What follows belongs to an exercise in optimizing a design on an open flow for small area, a short achievable clock period and few clock cycles per item; a production flow would make more cautious choices. RTL that was checked went through simulation tests only; none was proved equivalent to the original. No activity file was given, so power comes from the tool's default toggle rates.

== the previous run ==
// message_fifo_with_search_unit
module message_fifo_with_search_unit (
    input  logic       i_clk,
    input  logic       i_rst_n,
    input  logic                             i_req_valid,
    output logic                             o_req_ready,
    input  logic        [mfs_pkg::REQ_W-1:0] i_req_type,
    input  logic        [mfs_pkg::SRC_W-1:0] i_req_source,
    input  logic signed [mfs_pkg::MSG_W-1:0] i_req_message,
    input  logic        [mfs_pkg::PRI_W-1:0] i_req_priority,
    output logic                             o_rsp_valid,
    input  logic                             i_rsp_ready,
    output logic                             o_rsp_ok,
    output logic        [mfs_pkg::SRC_W-1:0] o_rsp_source,
    output logic signed [mfs_pkg::MSG_W-1:0] o_rsp_message,
    output logic        [mfs_pkg::PRI_W-1:0] o_rsp_priority,
    output logic        [mfs_pkg::OCC_W-1:0] o_rsp_occupancy
);
    localparam int D = mfs_pkg::QUEUE_DEPTH;
    localparam int G = D / 4;
    logic [D-1:0]               r_valid;     
    logic                       r_b_valid;
    logic                       r_b_ok;      
    logic [D-1:0]               r_b_pick;    
    logic [G-1:0]               r_b_grp;     
    logic                       r_out_valid;
    logic                       r_both;      
    logic                       r_out_ok;
    logic [mfs_pkg::ENT_W-1:0]  r_out_entry;
  ...
==> module mfs_ctrl, before the edit <==
module mfs_ctrl (
    input  logic [mfs_pkg::QUEUE_DEPTH-1:0]       i_pick,
    input  logic [mfs_pkg::QUEUE_DEPTH/4-1:0]     i_grp,
    input  logic [mfs_pkg::QUEUE_DEPTH*mfs_pkg::ENT_W-1:0] i_slots,
    output logic                                  o_found,
    output logic [mfs_pkg::ENT_W-1:0]             o_entry
);
    localparam int G = mfs_pkg::QUEUE_DEPTH / 4;
    logic [mfs_pkg::ENT_W-1:0] gval [0:G-1];
    always_comb begin
        for (int g = 0; g < G; g++) begin
            gval[g] = '0;
            for (int k = 0; k < 4; k++)
                gval[g] = gval[g] | ({mfs_pkg::ENT_W{i_pick[4*g+k]}}
                                     & i_slots[(4*g+k)*mfs_pkg::ENT_W +: mfs_pkg::ENT_W]);
        end
        o_found = |i_grp;
        o_entry = '0;
        for (int g = 0; g < G; g++)
            o_entry = o_entry | ({mfs_pkg::ENT_W{i_grp[g]}} & gval[g]);
    end
endmodule
==> module message_fifo_with_search_unit, before the edit <==
module message_fifo_with_search_unit (
    input  logic       i_clk,
    input  logic       i_rst_n,
    input  logic                             i_req_valid,
    output logic                             o_req_ready,
    input  logic        [mfs_pkg::REQ_W-1:0] i_req_type,
    input  logic        [mfs_pkg::SRC_W-1:0] i_req_source,
    input  logic signed [mfs_pkg::MSG_W-1:0] i_req_message,
    input  logic        [mfs_pkg::PRI_W-1:0] i_req_priority,
    output logic                             o_rsp_valid,
    input  logic                             i_rsp_ready,
    output logic                             o_rsp_ok,
    output logic        [mfs_pkg::SRC_W-1:0] o_rsp_source,
    output logic signed [mfs_pkg::MSG_W-1:0] o_rsp_message,
    output logic        [mfs_pkg::PRI_W-1:0] o_rsp_priority,
    output logic        [mfs_pkg::OCC_W-1:0] o_rsp_occupancy
);
    localparam int D = mfs_pkg::QUEUE_DEPTH;
    localparam int G = D / 4;
    logic [D-1:0]               r_valid;     
    logic                       r_b_valid;
    logic                       r_b_ok;      
    logic [D-1:0]               r_b_pick;    
    logic [G-1:0]               r_b_grp;     
    logic                       r_out_valid;
    logic                       r_both;      
    logic                       r_out_ok;
    logic [mfs_pkg::ENT_W-1:0]  r_out_entry;
    logic [mfs_pkg::OCC_W-1:0]  r_out_occ;
    logic                       accept;
    logic                       full;
    logic                       empty;
    logic                       is_enq, is_deq, is_srch, is_clr;
    logic                       shift;
    logic [D-1:0]               hit;
    logic [D-1:0]               front;
    logic [D-1:0]               cand;
    logic [D-1:0]               lfirst;
    logic [G-1:0]               gany;
    logic [G-1:0]               gsel;
    logic [D*mfs_pkg::ENT_W-1:0] slots;
    logic                       found;
    logic [mfs_pkg::ENT_W-1:0]  entry;
    logic                       b_move;
    logic                       n_b_valid;
    logic                       n_out_valid;
    logic [mfs_pkg::OCC_W-1:0]  occ;
    assign full    = r_valid[D-1];
    assign empty   = !r_valid[0];
    assign is_enq  = (i_req_type == mfs_pkg::REQ_ENQUEUE);
    assign is_deq  = (i_req_type == mfs_pkg::REQ_DEQUEUE);
    assign is_srch = (i_req_type == mfs_pkg::REQ_SEARCH);
    assign is_clr  = (i_req_type == mfs_pkg::REQ_CLEAR);
    assign b_move      = !r_out_valid || i_rsp_ready;
    assign o_req_ready = !r_both || i_rsp_ready;
    assign accept      = i_req_valid && o_req_ready;
    assign shift       = accept && is_enq && !full;
    assign front = r_valid & ~{1'b0, r_valid[D-1:1]};
    always_comb begin
        occ = '0;
        for (int i = 0; i < D; i++)
            if (front[i])
                occ = occ | mfs_pkg::OCC_W'(i + 1);
    end
    mfs_store u_store (
        .i_clk      (i_clk),
        .i_shift    (shift),
        .i_wr_entry ({i_req_source, i_req_message, i_req_priority}),
        .i_key      (i_req_message),
        .o_hit      (hit),
        .o_slots    (slots)
    );
    always_comb begin
        cand = is_deq ? front : (is_srch ? (hit & r_valid) : '0);
        for (int g = 0; g < G; g++) begin
            gany[g] = |cand[4*g +: 4];
            lfirst[4*g+3] = cand[4*g+3];
            lfirst[4*g+2] = cand[4*g+2] & !cand[4*g+3];
            lfirst[4*g+1] = cand[4*g+1] & !cand[4*g+2] & !cand[4*g+3];
            lfirst[4*g+0] = cand[4*g+0] & !cand[4*g+1] & !cand[4*g+2] & !cand[4*g+3];
        end
        for (int g = 0; g < G; g++) begin
            gsel[g] = gany[g];
            for (int h = g + 1; h < G; h++)
                gsel[g] = gsel[g] & !gany[h];
        end
    end
    mfs_ctrl u_pick (
        .i_pick  (r_b_pick),
        .i_grp   (r_b_grp),
        .i_slots (slots),
        .o_found (found),
        .o_entry (entry)
    );
    always_ff @(posedge i_clk) begin
        if (!i_rst_n) begin
            r_valid <= '0;
        end else if (accept) begin
            if (is_enq && !full)
                r_valid <= {r_valid[D-2:0], 1'b1};
            else if (is_deq && !empty)
                r_valid <= {1'b0, r_valid[D-1:1]};
            else if (is_clr)
                r_valid <= '0;
        end
    end
    always_comb begin
        n_b_valid = r_b_valid;
        if (accept)
            n_b_valid = 1'b1;
        else if (b_move)
            n_b_valid = 1'b0;
        n_out_valid = r_out_valid;
        if (r_b_valid && b_move)
            n_out_valid = 1'b1;
        else if (i_rsp_ready)
            n_out_valid = 1'b0;
    end
    always_ff @(posedge i_clk) begin
        if (!i_rst_n) begin
            r_b_valid   <= 1'b0;
            r_out_valid <= 1'b0;
            r_both      <= 1'b0;
        end else begin
            r_b_valid   <= n_b_valid;
            r_out_valid <= n_out_valid;
            r_both      <= n_b_valid && n_out_valid;
        end
    end
    always_ff @(posedge i_clk) begin
        if (accept) begin
            r_b_ok   <= (is_enq && !full) || is_clr;
            r_b_pick <= lfirst;
            r_b_grp  <= gsel;
        end
    end
    always_ff @(posedge i_clk) begin
        if (r_b_valid && b_move) begin
            r_out_ok    <= r_b_ok || found;
            r_out_entry <= entry;
            r_out_occ   <= occ;
        end
    end
    assign o_rsp_valid     = r_out_valid;
    assign o_rsp_ok        = r_out_ok;
    assign o_rsp_source    = r_out_entry[mfs_pkg::PRI_W + mfs_pkg::MSG_W +: mfs_pkg::SRC_W];
    assign o_rsp_message   = r_out_entry[mfs_pkg::PRI_W +: mfs_pkg::MSG_W];
    assign o_rsp_priority  = r_out_entry[0 +: mfs_pkg::PRI_W];
    assign o_rsp_occupancy = r_out_occ;
endmodule
export LEC_CHECK = 0
export CAP_MARGIN = 20
export CORE_MARGIN = 2
export CORE_UTILIZATION = 40
export CTS_CLUSTER_DIAMETER = 120
export CTS_CLUSTER_SIZE = 24
export SETUP_SLACK_MARGIN = 2.7
export SLEW_MARGIN = 20
create_clock -name core_clock -period 5.0 [get_ports {i_clk}]
standard.sh (not shown) runs the stock make flow with config.mk's settings and CLKGATE_MAP_FILE= SYNTH_SCRIPT=/design/flow/synth_recipe.tcl, a recipe that flattens the netlist after the stock synthesis.
==> flow/flow/run.sh <==
#!/bin/bash
# Layout flow: the standard flow (standard.sh, unchanged synthesis), with
# the input and output port buffers made from sky130_fd_sc_hd__buf_2 cells
# instead of the cell buffer_ports picks by default.
# The ORFS make output goes to standard.log; each step's own log is kept under
# orfs/logs/ by ORFS.
set -euo pipefail
export BUFFER_PORTS_ARGS="-buffer_cell sky130_fd_sc_hd__buf_2"
bash standard.sh > standard.log 2>&1
The previous run was carried through to the last stage, and its layout satisfied the timing, DRC and antenna checks.
diff inputs: the previous run => the current run
diff --git a/flow/design.v b/flow/design.v
--- a/flow/design.v
+++ b/flow/design.v
@@ -44,7 +44,11 @@
 );
     localparam int G = mfs_pkg::QUEUE_DEPTH / 4;
+    logic [G-1:0]              gsel;
     logic [mfs_pkg::ENT_W-1:0] gval [0:G-1];
     always_comb begin
         for (int g = 0; g < G; g++) begin
+            gsel[g] = i_grp[g];
+            for (int h = g + 1; h < G; h++)
+                gsel[g] = gsel[g] & !i_grp[h];
             gval[g] = '0;
             for (int k = 0; k < 4; k++)
@@ -55,5 +59,5 @@
         o_entry = '0;
         for (int g = 0; g < G; g++)
-            o_entry = o_entry | ({mfs_pkg::ENT_W{i_grp[g]}} & gval[g]);
+            o_entry = o_entry | ({mfs_pkg::ENT_W{gsel[g]}} & gval[g]);
     end
 endmodule
@@ -97,5 +101,4 @@
     logic [D-1:0]               lfirst;
     logic [G-1:0]               gany;
-    logic [G-1:0]               gsel;
     logic [D*mfs_pkg::ENT_W-1:0] slots;
     logic                       found;
@@ -139,9 +142,4 @@
             lfirst[4*g+0] = cand[4*g+0] & !cand[4*g+1] & !cand[4*g+2] & !cand[4*g+3];
         end
-        for (int g = 0; g < G; g++) begin
-            gsel[g] = gany[g];
-            for (int h = g + 1; h < G; h++)
-                gsel[g] = gsel[g] & !gany[h];
-        end
     end
     mfs_ctrl u_pick (
@@ -191,5 +189,5 @@
             r_b_ok   <= (is_enq && !full) || is_clr;
             r_b_pick <= lfirst;
-            r_b_grp  <= gsel;
+            r_b_grp  <= gany;
         end
     end
==> summary.txt <==
On power after layout, the current run does better than the previous run. The setup slack of the current run is larger than that of the previous run. Register clock-pin slew on the reported worst setup and hold paths across the current run and the previous run: no real change. Count of multi-input combinational gates is higher on the previous run. All of the current run and the previous run finish clean. For internal cell power, the previous run and the current run come out practically identical. In the reports for the current run and the previous run, the smaller design area belongs to the current run. Higher simple logic cell fraction of the synthesized area goes to the previous run over the current run. For the synthesized cell count, the current run came in 159 lower than the previous run did. met3 layer usage reported by global route ended up 0.18 points lower on the current run than on the previous run.
Testbench counts of the current run, summed over its fixed seeds: cycles 24,016, items 24,000.
For the previous run, only the layout was checked, not whether the RTL still works.

-- afterwards: timing with drivers on the ports --
The results above use ideal ports. As a check the final layouts listed here were re-extracted and re-timed, cells and wires unchanged.
Step 1 sets driving cells, clkbuf_16 on the clock port and buf_2 on the other inputs (assumed; they add their load-dependent delay and slew).
Step 2 also shifts input and output timing later by t, the mid clock arrival at the registers, as if the neighbouring blocks saw the same clock.
a / b / c = no drivers / after step 1 / after step 2; a / b = the first two.
run	shift t [ns]	setup slack, ns	latest minus earliest clock arrival (ns)
the previous run	0.729	2.405 / 2.403 / 1.674	0.038 / 0.038
the current run	0.714	2.589 / 2.609 / 1.894	0.049 / 0.049
After both steps setup and hold are still met in every run listed. The setup slack of the previous run, which loses most, moves by -0.002 ns with the drivers and by -0.731 ns with both steps.
